Source: an optimization exercise on an open RTL-to-GDS flow (aim: small area, a short achievable clock period and few clock cycles per item). Production flows keep margins and buffers that such runs may drop. Where RTL was checked, it was by simulation tests only, not by an equivalence proof against the original. For run 1, only the layout was checked, not whether the RTL still works.

==> flow/design.v, too long to show whole: its modules and the start of the top module <==
// module fan_speed_controller_top: 1182 lines
module fan_speed_controller_top (
    input  logic        i_clk,
    input  logic        i_rst_n,
    input  logic        psel,
    input  logic        penable,
    input  logic        pwrite,
    input  logic [4:0]  paddr,
    input  logic [31:0] pwdata,
    output logic [31:0] prdata,
    output logic        pready,
    input  logic        i_s_tvalid,
    output logic        o_s_tready,
    input  logic [23:0] i_s_tdata,
    output logic        o_m_tvalid,
    input  logic        i_m_tready,
    output logic [39:0] o_m_tdata
);
  // ...
==> flow/flow/run.sh <==
#!/bin/bash
# Standard synthesis, then an inverter-pushing pass over the full adders of
# the mapped netlist (flow/invpush.py), then the standard layout from there,
# with plain buffers (not delay buffers) as the port buffers and no dummy
# loads in the clock tree.
set -e
set -o pipefail
cp standard.sh standard_sh_copy.log
bash standard.sh synth > synth_run.log 2>&1
RES=$(dirname "$(find orfs/results -name 1_2_yosys.v | head -1)")
cp "$RES/1_2_yosys.v" 1_2_yosys_standard.v.log
python3 flow/invpush.py 1_2_yosys_standard.v.log 1500 > invpush_out.v 2> invpush.log
cp invpush_out.v "$RES/1_2_yosys.v"
rm -f "$RES/1_synth.odb" "$RES/1_synth.sdc"
sed 's/"\${@:-finish}"/"BUFFER_PORTS_ARGS=-buffer_cell sky130_fd_sc_hd__buf_2" "CTS_ARGS=-sink_clustering_enable -repair_clock_nets -dont_use_dummy_load" "${@:-finish}"/' standard.sh > standard_ports.sh
cp standard_ports.sh standard_ports_sh_copy.log
bash standard_ports.sh finish > finish_run.log 2>&1
==> flow/flow/invpush.py <==
#!/usr/bin/env python3
# Removes inverters around full-adder cells in a mapped sky130 netlist.
# A full adder is self-dual: fa(~a, ~b, ~c) = (~cout, ~sum). Each fa cell may
# be "flipped" (all three inputs and both outputs complemented); the pass picks
# flips that reduce the number of inverters, then rebuilds the inverters that
# are still needed (one per signal and polarity). Registers are not touched.
import re
import sys
from collections import defaultdict

src = open(sys.argv[1]).read()

inst_re = re.compile(r'^  (sky130_fd_sc_hd__\w+)\s+(\S+(?: )?)\s*\((.*?)\);\n', re.S | re.M)
pin_re = re.compile(r'\.(\w+)\(\s*(.*?)\s*\)(?=\s*(?:,|$))', re.S)

OUT_PINS = {'X', 'Y', 'Q', 'Q_N', 'SUM', 'COUT', 'HI', 'LO'}

cells = []
for m in inst_re.finditer(src):
    typ, name, body = m.group(1), m.group(2), m.group(3)
    pins = [(p, n.strip()) for p, n in pin_re.findall(body)]
    cells.append(dict(typ=typ, name=name, pins=pins, span=m.span()))

# module ports
hdr = re.search(r'module\s+\S+\s*\((.*?)\);', src, re.S)
ports = set()
for m in re.finditer(r'^\s*(input|output)\s+(\[[^\]]*\]\s*)?(.*?);', src, re.M):
    for n in m.group(3).split(','):
        ports.add(n.strip())

def base(net):
    n = net.strip()
    if n.startswith('\\'):
        return n
    return re.sub(r'\[\d+\]$', '', n)

# assigns count as loads of their right-hand side
assign_loads = []
for m in re.finditer(r'^\s*assign\s+(.*?)\s*=\s*(.*?)\s*;', src, re.M):
    assign_loads.append(m.group(2).strip())

driver = {}
for i, c in enumerate(cells):
    for p, n in c['pins']:
        if p in OUT_PINS:
            driver[n] = (i, p)

def is_inv(c):
    return re.match(r'sky130_fd_sc_hd__(inv|clkinv)_\d+$', c['typ']) is not None

def is_fa(c):
    return re.match(r'sky130_fd_sc_hd__fa_\d+$', c['typ']) is not None

pin_of = lambda c, p: dict(c['pins'])[p]

# inverters we may remove: output is not a port and not used by an assign
removable = set()
for i, c in enumerate(cells):
    if is_inv(c):
        y = pin_of(c, 'Y')
        if base(y) in ports or y in assign_loads:
            continue
        removable.add(i)

memo = {}
def resolve(net):
    if net in memo:
        return memo[net]
    d = driver.get(net)
    if d is not None and d[0] in removable:
        r, pol = resolve(pin_of(cells[d[0]], 'A'))
        res = (r, pol ^ 1)
    else:
        res = (net, 0)
    memo[net] = res
    return res

fa_idx = [i for i, c in enumerate(cells) if is_fa(c)]
fa_of_root = {}
for i in fa_idx:
    for p, n in cells[i]['pins']:
        if p in ('SUM', 'COUT'):
            fa_of_root[n] = i

# loads: (cell index, pin, root, pol)
loads = []
for i, c in enumerate(cells):
    if i in removable:
        continue
    for p, n in c['pins']:
        if p in OUT_PINS:
            continue
        r, pol = resolve(n)
        loads.append((i, p, r, pol))

x = defaultdict(int)   # flip per fa cell index
fa_set = set(fa_idx)

by_root = defaultdict(list)
for k, (i, p, r, pol) in enumerate(loads):
    by_root[r].append(k)

def need(k):
    i, p, r, pol = loads[k]
    v = pol
    if i in fa_set:
        v ^= x[i]
    f = fa_of_root.get(r)
    if f is not None:
        v ^= x[f]
    return v

def root_cost(r):
    ks = by_root[r]
    return 1 if any(need(k) for k in ks) else 0

# roots touched by a flip of fa i: its input roots and its output roots
touch = {}
for i in fa_idx:
    rs = set()
    for p, n in cells[i]['pins']:
        if p in OUT_PINS:
            rs.add(n)
        else:
            rs.add(resolve(n)[0])
    touch[i] = rs

def total():
    return sum(root_cost(r) for r in by_root)

before = total()
changed = True
it = 0
while changed and it < 50:
    changed = False
    it += 1
    for i in fa_idx:
        rs = touch[i]
        c0 = sum(root_cost(r) for r in rs)
        x[i] ^= 1
        c1 = sum(root_cost(r) for r in rs)
        if c1 < c0:
            changed = True
        else:
            x[i] ^= 1
# escape local minima: random restarts of single/pair flips, keep the best
import random
rng = random.Random(1)
best = total()
bestx = dict(x)
for rnd in range(int(sys.argv[2]) if len(sys.argv) > 2 else 0):
    i = rng.choice(fa_idx)
    rs = set(touch[i])
    # flip i and its fa neighbours that share a root, then re-settle greedily
    grp = [i] + [fa_of_root[r] for r in touch[i] if r in fa_of_root and rng.random() < 0.5]
    for g in grp:
        x[g] ^= 1
    changed = True
    while changed:
        changed = False
        for j in fa_idx:
            r2 = touch[j]
            c0 = sum(root_cost(r) for r in r2)
            x[j] ^= 1
            c1 = sum(root_cost(r) for r in r2)
            if c1 < c0:
                changed = True
            else:
                x[j] ^= 1
    t = total()
    if t < best:
        best = t
        bestx = dict(x)
    else:
        x.clear()
        x.update(bestx)
after = total()

# rebuild: every load pin gets the root net or its complement
neg_net = {}
new_cells = []
def neg(r):
    if r not in neg_net:
        k = len(neg_net)
        nn = 'ipush_n%d' % k
        neg_net[r] = nn
        ra = r + ' ' if r.startswith('\\') else r
        new_cells.append('  sky130_fd_sc_hd__inv_1 ipush_i%d (\n    .A(%s),\n    .Y(%s)\n  );\n' % (k, ra, nn))
    return neg_net[r]

newpins = {}
for k, (i, p, r, pol) in enumerate(loads):
    newpins[(i, p)] = neg(r) if need(k) else r

out = []
last = 0
for i, c in enumerate(cells):
    s, e = c['span']
    out.append(src[last:s])
    last = e
    if i in removable:
        continue
    parts = []
    for p, n in c['pins']:
        nn = newpins.get((i, p), n)
        if nn.startswith('\\'):
            nn = nn + ' '
        parts.append('    .%s(%s)' % (p, nn))
    out.append('  %s %s (\n%s\n  );\n' % (c['typ'], c['name'].strip() + (' ' if c['name'].startswith('\\') else ''), ',\n'.join(parts)))
tail = src[last:]
decl = ''.join('  wire %s;\n' % nn for nn in neg_net.values())
tail = tail.replace('endmodule', ''.join(new_cells) + 'endmodule', 1)
out.append(tail)
res = ''.join(out)
h = hdr.end()
res = res[:h] + '\n' + decl + res[h:]
sys.stdout.write(res)
sys.stderr.write('invpush: %d fa cells, %d flipped, %d removable inverters, %d inverters after (cost %d -> %d)\n'
                 % (len(fa_idx), sum(x[i] for i in fa_idx), len(removable), len(neg_net), before, after))
==> flow/standard.sh <==
#!/bin/bash
# synth_recipe.tcl (not shown) runs the flow's synth.tcl, then flattens the netlist and writes it again
# the make line also repeats each setting of config.mk as NAME=value (left out here)
make -C /OpenROAD-flow-scripts/flow DESIGN_CONFIG=/design/flow/config.mk WORK_HOME=/design/flow/orfs CLKGATE_MAP_FILE= SYNTH_SCRIPT=/design/flow/synth_recipe.tcl "${@:-finish}"
==> flow/config.mk <==
export PLATFORM = sky130hd
export DESIGN_NAME = fan_speed_controller_top
export DESIGN_NICKNAME = fan_speed_controller_top
export VERILOG_FILES = /design/flow/design.v
export SDC_FILE = /design/flow/constraint.sdc
export NUM_CORES = 4
export LEC_CHECK = 0
export ABC_AREA = 1
export CAP_MARGIN = 20
export CORE_MARGIN = 2
export CORE_UTILIZATION = 40
export SETUP_SLACK_MARGIN = 4.8
export SLEW_MARGIN = 20
==> flow/constraint.sdc <==
create_clock -name core_clock -period 10.0 [get_ports {i_clk}]
set_input_delay 2.0000 -clock core_clock [delete_from_list [all_inputs] [get_ports {i_clk}]]
set_output_delay 2.0000 -clock core_clock [all_outputs]
set_load 0.01 [all_outputs]
==> flow_metrics.tcl, run 1 <==
set metrics [dict create \
    cp.buffers_inverters 10 \
    start_kind "flop" \
    die_area_sq_um 127000 \
    post-route-period-util 0.509 \
    grt_resource_usage_total 0.251 \
    tapCellCount 1637 \
    final_layout_size_suffix_gt1_frac 0.105 \
    fin_area_sq_um 56600 \
    cp_common_cell "a21oi_2" \
    outcome "timing/DRC/antenna clean" \
    setup_tns_ns 0 \
    design.portCount 143 \
    final-clk-cell-share 0.0310 \
    fp.coreArea_sq_um 124000 \
    fin_util 0.458 \
    hold_slack_ns 0.379 \
    multi_input_area_share 0.575 \
    worst_skew_pair.late_latency_ns 0.64 \
    post_synthesis_instance_area_sq_um 49900 \
    insertedDiodeCount 4 \
    grt_pass1_vias 41200 \
    ctsLongestPathBuffers 3 \
    setup.reg_to_reg.worst_slack_ns 4.91 \
    timing.critical_path.max_delay_family "simple AND/OR/NAND/NOR gates" \
    largest_net_degree_at_the_start_of_global_routing 178 \
    grt_setup_unrepaired "false" \
    most-common-layout-cells "nand2_1, inv_1, a21oi_1, ha_1, nor2_1" \
    detail_route.vias_per_cell 5.45 \
]
==> run 2: changes to the inputs <==
--- a/flow/design.v
+++ b/flow/design.v
@@ -1106,28 +1106,29 @@
             ge_high9 <= ~dh8[19];
             gt_high9 <= ~dh8[19] & (dh8 != 20'd0);
             gt_on9   <= fi8 > r_on_temp;
             lt_off9  <= fi8 < r_off_temp;
             gt_on10  <= gt_on9;
             lt_off10 <= lt_off9;
         end
     end
-    logic [11:0] up_lvl, dn_lvl, ramp_lvl, r_ramp;
-    logic [12:0] dn_c;
-    assign up_lvl = r_min_fan + r_quo;
-    assign dn_c   = {1'b0, r_max_fan} + {1'b1, ~r_quo} + {12'd0, (r_rem == 19'd0)};
-    assign dn_lvl = (r_sat || dn_c[12]) ? 12'd0 : dn_c[11:0];
+    logic [11:0] lv, lv_base, ramp_lvl, r_ramp;
+    logic [12:0] lv_c;
+    assign lv_base = r_mneg ? r_max_fan : r_min_fan;
+    assign lv_c    = {1'b0, lv_base} + {r_mneg, r_quo ^ {12{r_mneg}}} +
+                     {12'd0, r_mneg & (r_rem == 19'd0)};
+    assign lv      = (r_mneg && (r_sat || lv_c[12])) ? 12'd0 : lv_c[11:0];
     always_comb begin
         if (r_flat) begin
             ramp_lvl = r_max_fan;
         end else if (!r_mneg) begin
-            ramp_lvl = ge_high9 ? r_max_fan : up_lvl;
+            ramp_lvl = ge_high9 ? r_max_fan : lv;
         end else begin
-            ramp_lvl = gt_high9 ? dn_lvl : r_max_fan;
+            ramp_lvl = gt_high9 ? lv : r_max_fan;
         end
     end
     always_ff @(posedge i_clk) begin
         if (adv) r_ramp <= ramp_lvl;
     end
     logic        fan_on;
     logic [11:0] lvl;
     logic [18:0] o_fi;
==> flow/flow/run.sh (replaced) <==
#!/bin/bash
# Standard synthesis, then an inverter-pushing pass over the full adders of
# the mapped netlist (flow/invpush.py), then the standard layout from there,
# with plain buffers (not delay buffers) as the port buffers and no dummy
# loads in the clock tree.
set -e
set -o pipefail
cp standard.sh standard_sh_copy.log
bash standard.sh synth > synth_run.log 2>&1
RES=$(dirname "$(find orfs/results -name 1_2_yosys.v | head -1)")
cp "$RES/1_2_yosys.v" 1_2_yosys_standard.v.log
python3 flow/invpush.py 1_2_yosys_standard.v.log 1500 > invpush_out.v 2> invpush.log
cp invpush_out.v "$RES/1_2_yosys.v"
rm -f "$RES/1_synth.odb" "$RES/1_synth.sdc"
sed 's/"\${@:-finish}"/"BUFFER_PORTS_ARGS=-buffer_cell sky130_fd_sc_hd__buf_2" "CTS_ARGS=-sink_clustering_enable -repair_clock_nets -dont_use_dummy_load -sink_clustering_size 20 -sink_clustering_max_diameter 60" "${@:-finish}"/' standard.sh > standard_ports.sh
cp standard_ports.sh standard_ports_sh_copy.log
bash standard_ports.sh finish > finish_run.log 2>&1
==> run 2 against run 1 <==
Net effect: sequential share of layout area increased by 0.33 points; hold slack got worse by 0.013 ns; global-route usage decreased by 0.44 points; clock skew increased by 0.019 ns; count of clock-buffer cells in the layout decreased by 15; largest cell class unchanged; still clean; design area decreased by 1.4%; synthesized area decreased by 0.86%; die area decreased by 0.85%; routed wire length decreased by 2.1%; critical endpoint is now r_rem[17]; critical path depth decreased by 1.
==> flow_metrics.tcl, run 2 <==
set metrics [dict create \
    outcome "timing/DRC/antenna clean" \
    grt_setup_unrepaired "true" \
    reg.largest.list "r_u: 35 flops, r_p: 31 flops, r_tu: 31 flops" \
    syn_area_per_cell_sq_um 8.42 \
    timing_max_transition_violations_final 0 \
    overflow_left_after_global_routing 0 \
    drc_errors 0 \
    ant_nets 0 \
    insertedDiodeCount 0 \
    timing.critical_path.slowest_cell_delay_ns 0.46 \
    launch_point_of_the_worst_hold_path "fi9[9]" \
    whs_endpoint "fi10[9]" \
    global_placer_s_final_weighted_congestion 0.986 \
    start_kind "flop" \
    r2r-end "r_rem[17]" \
    hold_vio_cnt_final 0 \
    critPathKind "flop to flop" \
    holdCritPathClass "flop to flop" \
    critical_path.endpoint_type "flop" \
    transition_time_at_the_pin_with_the_least_slew_margin_ns 1.24 \
    detail_route.vias_per_cell 5.45 \
    most-common-layout-cells "nand2_1, inv_1, a21oi_1, ha_1, fa_1" \
    antenna_found_initial 1 \
    grt_first_pass_wirelength_um 240000 \
    design.final.nets 6979 \
    hold_path_depth 0 \
    fp.coreArea_sq_um 122000 \
    ff_latch_area_sq_um 14400 \
    cts_hold_repair.buffers 0 \
    period_needed_ns 5.10 \
    die_height_um 356 \
    clk_transition_reported_paths_ns 0.07 \
    yosysWarningCount 1 \
    critical_path.startpoint "k5" \
    drv_cap 0 \
    die_area_sq_um 126000 \
    max_flop_register "r_u" \
    design.portCount 143 \
    final_layout_size_suffix_gt1_frac 0.111 \
    via_count 42000 \
    grt_resource_usage_total 0.247 \
    port_buffers 115 \
    syn2layout_area_growth_pct 12.8 \
    rows 128 \
    r2r_start "k5" \
    router_iterations_before_antenna_repair 8 \
    cts.sink_count 563 \
    setup_tns_ns 0 \
    crit_required_ns 10.35 \
    finalSetupViolations 0 \
    worst_skew_pair.late_latency_ns 0.66 \
    maxSlewHeadroom 0.172 \
    post-route-period-util 0.510 \
    floorplan.initialDensity 0.404 \
    post_synthesis_instance_area_sq_um 49400 \
    grt_pass1_vias 40700 \
    cp_common_cell "nand2_1" \
    cts_buffers 55 \
    routed_wire_length_per_instance_um 20.7 \
    critPathMaxFanout 10 \
    cp_slowest_cell "ha_1" \
    width_of_the_die_um 356 \
    fin_util 0.456 \
    r2r_cells 29 \
    ctsRootBufferMaster "clkbuf_16" \
    syn-instance-count 5870 \
    detailedRoute.firstIterationViolations 3497 \
    cts_max_level 2 \
    largest_net_degree_at_the_start_of_global_routing 84 \
    ctsLongestPathBuffers 3 \
    postRouteWirelength_um 160000 \
    arrival_ns 5.44 \
    setup.reg_to_reg.worst_slack_ns 4.90 \
    layout_commonest_cell "nand2_1" \
    max_freq_ghz 0.196 \
    multi_input_comb_area_sq_um 32400 \
    largest_reg_flops 35 \
    finClkSkew_ns 0.0690 \
    filler_cell_count 11900 \
    place_hpwl_um 124000 \
    tritoncts "built" \
]
## run 2: through the flow
| step | hold slack (ns) | cells | setup slack, ns | instance area [sq um] |
|---|---|---|---|---|
| floorplan | 0.400 | 5875 | 4.85 | 49500 |
| CTS | 0.366 | 7592 | 4.80 | 53900 |
| finish | 0.366 | 7704 | 4.90 | 55800 |
| global route | 0.380 | 7704 | 4.70 | 55800 |
| global placement | 0.400 | 7480 | 2.64 | 51500 |
| detailed placement | 0.405 | 7480 | 2.56 | 51500 |
## run 2: critical path: cells and delay by family (launching register included)
family | cells | cell delay [ns]
compound gates | 5 | 0.70
flops | 1 | 0.36
buf+inv | 7 | 1.12
fa+ha+maj | 2 | 0.70
simple gates | 15 | 1.91
## run 2: area by class of cell
| cell class | instances | area share |
|---|---|---|
| inverters | 840 | 0.0594 |
| clock buffers | 55 | 0.0247 |
| multi-input cells | 4316 | 0.581 |
| flip-flops and latches | 563 | 0.258 |
| well taps | 1625 | 0.0365 |
| repair buffers | 300 | 0.0401 |
| repair inverters | 5 | 0.000628 |
## run 2: timing repair
action / 4_1_cts / 5_1_grt
pin swaps: 10 / 41
resized for setup: 116 / 225
gates cloned: 7 / 9
buffers inserted: 50 / 102
setup endpoints to repair: 68 / 70
## run 2: worst max-delay path by stage
stage	slack, ns	end
finish	4.90	r_rem[17]
global route	4.70	r_rem[17]
CTS	4.80	r_rem[1]
detailed placement	2.56	r_rem[6]
global placement	2.64	r_rem[9]
floorplan	4.85	o_s_tready
## run 2: layer usage
metal / part of all wire / track usage / up-vias
met3: 0.054 / 0.0249 / 334
met4: 0.045 / 0.101 / 2
met1: 0.43 / 0.330 / 20300
li1: - / - / 20000
met2: 0.47 / 0.408 / 1353
met5: 0.000050 / 0 / -
Testbench counts of run 2, summed over its fixed seeds: cycles 13,664, items 12,800.
==> run 3: changes to the inputs <==
--- a/flow/flow/run.sh
+++ b/flow/flow/run.sh
@@ -14,3 +14,3 @@
 rm -f "$RES/1_synth.odb" "$RES/1_synth.sdc"
-sed 's/"\${@:-finish}"/"BUFFER_PORTS_ARGS=-buffer_cell sky130_fd_sc_hd__buf_2" "CTS_ARGS=-sink_clustering_enable -repair_clock_nets -dont_use_dummy_load -sink_clustering_size 20 -sink_clustering_max_diameter 60" "${@:-finish}"/' standard.sh > standard_ports.sh
+sed 's/"\${@:-finish}"/"BUFFER_PORTS_ARGS=-buffer_cell sky130_fd_sc_hd__buf_2" "CTS_ARGS=-sink_clustering_enable -repair_clock_nets -dont_use_dummy_load -sink_clustering_size 30 -sink_clustering_max_diameter 70" "${@:-finish}"/' standard.sh > standard_ports.sh
 cp standard_ports.sh standard_ports_sh_copy.log
==> run 3 against run 2 <==
Net effect: still clean on timing, DRC and antenna; routed wire length decreased by 1.7%; die area about the same; clock skew increased by 0.0059 ns; via count down 0.98%.
==> flow_metrics.tcl, run 3 <==
set metrics [dict create \
    hold_slack_ns 0.393 \
    detailedRoute.firstIterationViolations 3427 \
    rows 128 \
    postRouteWirelength_um 157000 \
    antenna_found_initial 2 \
    max_flop_register "r_u" \
    die_height_um 356 \
    outcome "timing/DRC/antenna clean" \
    transition_time_at_the_pin_with_the_least_slew_margin_ns 1.14 \
    critPathMaxFanout 75 \
    routed_wire_length_per_instance_um 20.4 \
    finClkSkew_ns 0.0749 \
    critical_path.startpoint "i_m_tready" \
    reg.largest.list "r_u: 35 flops, r_p: 31 flops, r_tu: 31 flops" \
    design.final.nets 6960 \
    r2r-end "r_p[28]" \
    syn2layout_area_growth_pct 11.5 \
    width_of_the_die_um 356 \
    post_synthesis_instance_area_sq_um 49400 \
    critical_path.cell_chain "buf_2 -> nor2_2 -> buf_4 -> inv_8 -> buf_2" \
    place_hpwl_um 122000 \
    fp.coreArea_sq_um 122000 \
    post-route-worst-setup-slack_ns 4.88 \
    design.portCount 143 \
    floorplan.initialDensity 0.405 \
    multi_input_comb_area_sq_um 32200 \
    grt_setup_unrepaired "true" \
    hold_vio_cnt_final 0 \
    finalSetupViolations 0 \
    yosysWarningCount 1 \
    cp_slowest_cell "inv_8" \
    cts_buffers 43 \
    setup_tns_ns 0 \
    layout_commonest_cell "nand2_1" \
    ctsLongestPathBuffers 3 \
    period_needed_ns 5.12 \
    grt_first_pass_wirelength_um 237000 \
    filler_cell_count 12000 \
    cp_common_cell "buf_2" \
    ant_nets 0 \
    worst_skew_pair.late_latency_ns 0.64 \
    crit_required_ns 8.00 \
    grt_pass1_vias 40500 \
    ff_latch_area_sq_um 14400 \
    timing_max_transition_violations_final 0 \
    maxSlewHeadroom 0.240 \
    max_freq_ghz 0.195 \
    most-common-layout-cells "nand2_1, inv_1, a21oi_1, ha_1, fa_1" \
    r2r_cells 15 \
    die_area_sq_um 126000 \
    via_count 41600 \
    cts.sink_count 563 \
    insertedDiodeCount 0 \
    timing.critical_path.to "o_s_tready" \
    tritoncts "built" \
    port_buffers 115 \
    critical_path.endpoint_type "primary output" \
    place_ws_ns 2.71 \
    drc_errors 0 \
    global_placer_s_final_weighted_congestion 0.983 \
    overflow_left_after_global_routing 0 \
    grt_resource_usage_total 0.242 \
    detail_route.vias_per_cell 5.41 \
    syn_area_per_cell_sq_um 8.42 \
    setup.reg_to_reg.worst_slack_ns 4.94 \
    cts_max_level 2 \
    post-route-period-util 0.512 \
    final_cells 7685 \
    holdCritPathClass "flop to flop" \
    critPathKind "input pin to primary output" \
    final_layout_size_suffix_gt1_frac 0.105 \
    syn-instance-count 5873 \
    r2r_start "r_x[14]" \
    timing.critical_path.slowest_cell_delay_ns 0.39 \
    largest_reg_flops 35 \
    ctsRootBufferMaster "clkbuf_16" \
    placed_cells_incl_taps 7479 \
    start_kind "input pin" \
    cts_hold_repair.buffers 0 \
    router_iterations_before_antenna_repair 7 \
    arrival_ns 3.12 \
    clk_transition_reported_paths_ns 0.10 \
    largest_net_degree_at_the_start_of_global_routing 94 \
    drv_cap 0 \
]
-- run 3: changes by cell type in the layout (fill, tap and decap cells not counted), moves of 5 or more --
cell,before,now
a21oi_1,493,499
a21oi_2,33,28
buf_4,163,156
clkbuf_16,56,43
clkinvlp_4,43,49
nand2_1,1033,1044
nand2_2,37,25
o21ai_2,12,20
o21ai_4,10,1
-- run 3: routing by layer --
layer	vias up	global-route usage	routed length (um)
li1	20000	-	-
met1	20000	0.325	68100
met2	1271	0.407	74200
met3	339	0.0241	8320
met4	4	0.0856	6460
met5	-	0	20
-- run 3: critical path: cells and delay by family --
family	cells	cell delay, ns
and+or+nand+nor	1	0.03
buffers and inverters	4	0.93
-- run 3: area by class of cell --
type / count / area share
sequential: 563 / 0.261
multi-input combinational: 4313 / 0.584
timing repair buffer: 288 / 0.0367
inverter: 843 / 0.0603
tap: 1625 / 0.0369
clock buffer: 43 / 0.0195
timing repair inverter: 10 / 0.00127
-- run 3: what timing repair did --
item	CTS	global route
setup buffers	57	91
resized for setup	105	200
endpoints found under the setup margin	74	68
pin swaps	14	24
gates cloned	8	7
-- run 3: stage by stage --
step / utilization / instance area (sq um)
6_report: 0.451 / 55100
5_1_grt: 0.451 / 55100
4_1_cts: 0.438 / 53500
3_5_place_dp: 0.421 / 51500
3_3_place_gp: 0.421 / 51500
2_1_floorplan: - / 49500
-- run 3: worst min-delay path by stage --
| stage | cells after the start | startpoint | end | slack, ns |
|---|---|---|---|---|
| 2_1_floorplan | 0 | fi9[0] | fi10[0] | 0.40 |
| 5_1_grt | 0 | fi6[8] | fi7[8] | 0.40 |
| 4_1_cts | 0 | fi6[8] | fi7[8] | 0.39 |
| 6_report | 0 | fi6[8] | fi7[8] | 0.39 |
| 3_3_place_gp | 0 | fi7[7] | fi8[7] | 0.40 |
| 3_5_place_dp | 0 | fi9[10] | fi10[10] | 0.40 |
==> run 4: changes to the inputs <==
--- a/flow/config.mk
+++ b/flow/config.mk
@@ -11,3 +11,3 @@
 export CORE_UTILIZATION = 40
-export SETUP_SLACK_MARGIN = 4.8
+export SETUP_SLACK_MARGIN = 4.6
 export SLEW_MARGIN = 20
==> run 4 against run 3 <==
Net effect: largest cell class unchanged; hold slack worse by 0.043 ns; still clean; design area down 2.1%; final cell count down 1.1%; via count down 0.71%.
==> flow_metrics.tcl, run 4 <==
set metrics [dict create \
    drv_cap 0 \
    width_of_the_die_um 355 \
    holdCritPathClass "flop to flop" \
    fp.coreArea_sq_um 122000 \
    global_placer_s_final_weighted_congestion 1.02 \
    cts_max_level 2 \
    timing.critical_path.max_delay_family "adder cells" \
    postRouteWirelength_um 154000 \
    cp_slowest_cell "fa_1" \
    critPathMaxFanout 8 \
    outcome "timing/DRC/antenna clean" \
    post_dp_cell_area_sq_um 51500 \
    setup_tns_ns 0 \
    crit_required_ns 10.51 \
    cts_hold_repair.buffers 0 \
    ctsLongestPathBuffers 3 \
    filler_cell_count 12100 \
    rows 128 \
    die_area_sq_um 126000 \
    start_kind "flop" \
    design.portCount 143 \
    final_layout_size_suffix_gt1_frac 0.0761 \
    period_needed_ns 5.21 \
    cp.buffers_inverters 3 \
    tritoncts "built" \
    via_count 41300 \
    routed_wire_length_per_instance_um 20.3 \
    antenna_found_initial 2 \
    worst_skew_pair.late_latency_ns 0.70 \
    largest_net_degree_at_the_start_of_global_routing 90 \
    fin_area_sq_um 54000 \
    die_height_um 355 \
    max_flop_register "r_u" \
    detail_route.vias_per_cell 5.43 \
    most-common-layout-cells "nand2_1, inv_1, a21oi_1, ha_1, fa_1" \
    cts_buffers 49 \
    floorplan.initialDensity 0.404 \
    finClkSkew_ns 0.129 \
    critPathKind "flop to flop" \
    arrival_ns 5.72 \
    timing.critical_path.slowest_cell_delay_ns 0.58 \
    max_freq_ghz 0.192 \
    ctsRootBufferMaster "clkbuf_16" \
    insertedDiodeCount 0 \
    critical_path.cell_chain "inv_1 -> fa_1 -> fa_1 -> fa_1 -> fa_1 -> inv_1 -> ha_1 -> nand2_1 -> nor2_1 -> nand2_1 -> nor3_2 -> nand2_1 -> nand4_1 -> buf_4 -> nand2_1 -> nand2_1 -> nand2_1 -> nand2_1 -> xor2_1 -> nand2_1 -> nand2_1" \
    design.final.nets 6877 \
    overflow_left_after_global_routing 0 \
    router_iterations_before_antenna_repair 6 \
    cts.sink_count 563 \
    detailedRoute.firstIterationViolations 3553 \
    grt_first_pass_wirelength_um 233000 \
    grt_pass1_vias 40000 \
    reg.largest.list "r_u: 35 flops, r_p: 31 flops, r_tu: 31 flops" \
    grt_resource_usage_total 0.239 \
    drc_errors 0 \
    syn_area_per_cell_sq_um 8.44 \
    yosysWarningCount 1 \
    post-route-worst-setup-slack_ns 4.79 \
    post-route-period-util 0.521 \
    transition_time_at_the_pin_with_the_least_slew_margin_ns 1.11 \
    largest_reg_flops 35 \
    hold_vio_cnt_final 0 \
    fin_util 0.442 \
    post_synthesis_instance_area_sq_um 49300 \
    syn-instance-count 5848 \
    port_buffers 115 \
    clk_transition_reported_paths_ns 0.10 \
    finalSetupViolations 0 \
    maxSlewHeadroom 0.258 \
    place_hpwl_um 121000 \
    cp_common_cell "nand2_1" \
    syn2layout_area_growth_pct 9.40 \
    grt_setup_unrepaired "true" \
    timing_max_transition_violations_final 0 \
    layout_commonest_cell "nand2_1" \
    ant_nets 0 \
    place_ws_ns 2.89 \
    critical_path.endpoint_type "flop" \
]
run 4: per-stage QoR:
step,hold slack [ns],std cells
after floorplan,0.400,5853
after CTS,0.349,7526
after global routing,0.339,7602
after detailed placement,0.405,7465
after global placement,0.401,7464
final,0.350,7602
run 4: what timing repair did:
| action | CTS | global route |
|---|---|---|
| pin swaps | 3 | 11 |
| setup endpoints to repair | 36 | 60 |
| gates cloned | 2 | 6 |
| resized for setup | 42 | 98 |
| buffers inserted | 10 | 70 |
| endpoints found under the hold margin | 0 | 0 |
run 4: worst reg2reg max path, cell delays in order (launching register included):
cell	delay (ns)
dfxtp_2	0.55
inv_1	0.26
fa_1	0.58
fa_1	0.44
fa_1	0.52
fa_1	0.54
inv_1	0.05
ha_1	0.34
nand2_1	0.11
nor2_1	0.26
nand2_1	0.13
nor3_2	0.30
nand2_1	0.10
nand4_1	0.09
buf_4	0.15
nand2_1	0.06
nand2_1	0.12
nand2_1	0.07
nand2_1	0.07
xor2_1	0.14
nand2_1	0.10
nand2_1	0.13
run 4: path summary, 6_finish.rpt:
check                           startpoint       to  slack (ns)  cells after the start
worst min-delay path                fi6[2]   fi7[2]        0.35                      0
worst max register to register     r_u[19]  r_u[24]        4.79                     21
worst max-delay path               r_u[19]  r_u[24]        4.79                     21
worst min register to register      fi6[2]   fi7[2]        0.35                      0
run 4: cell type report:
| class | instances | area (sq um) | share of cell area |
|---|---|---|---|
| clock buffer | 49 | 1230 | 0.0227 |
| inverter | 818 | 3160 | 0.0585 |
| multi-input combinational | 4311 | 31600 | 0.586 |
| sequential | 563 | 14400 | 0.266 |
| tap | 1625 | 2030 | 0.0377 |
| timing repair buffer | 232 | 1550 | 0.0286 |
| timing repair inverter | 4 | 22.5 | 0.000417 |
run 4: layer usage:
metal / share of wire / vias to the layer above / GRT usage
li1: - / 19800 / -
met3: 0.062 / 294 / 0.0317
met5: 0.000084 / - / 0
met2: 0.47 / 1369 / 0.400
met4: 0.039 / 2 / 0.0847
met1: 0.43 / 19900 / 0.317

## port drivers added, routing unchanged
In the flow no input, the clock included, has a driving cell. The finished layouts below were timed again as built, in two steps.
Step 1, drivers: a clkbuf_16 drives i_clk and a buf_2 each remaining input, both assumed.
Step 2 also shifts input and output timing later by t, the mid clock arrival at the registers, as if the neighbouring blocks saw the same clock.
Three values: no drivers, after step 1, after step 2; two values: the first two.
| run | t, ns | setup WS [ns] | worst slew at a driven data input, ns |
|---|---|---|---|
| run 1 | 0.684 | 4.912 / 4.912 / 4.912 | 0.14 |
| run 2 | 0.691 | 4.905 / 4.905 / 4.743 | 0.08 |
| run 3 | 0.667 | 4.885 / 4.859 / 4.859 | 0.09 |
| run 4 | 0.699 | 4.791 / 4.791 / 4.791 | 0.04 |
After both steps setup and hold are still met in every run listed. The setup slack of run 2, which loses most, moves by 0.000 ns with the drivers and by -0.162 ns with both steps.
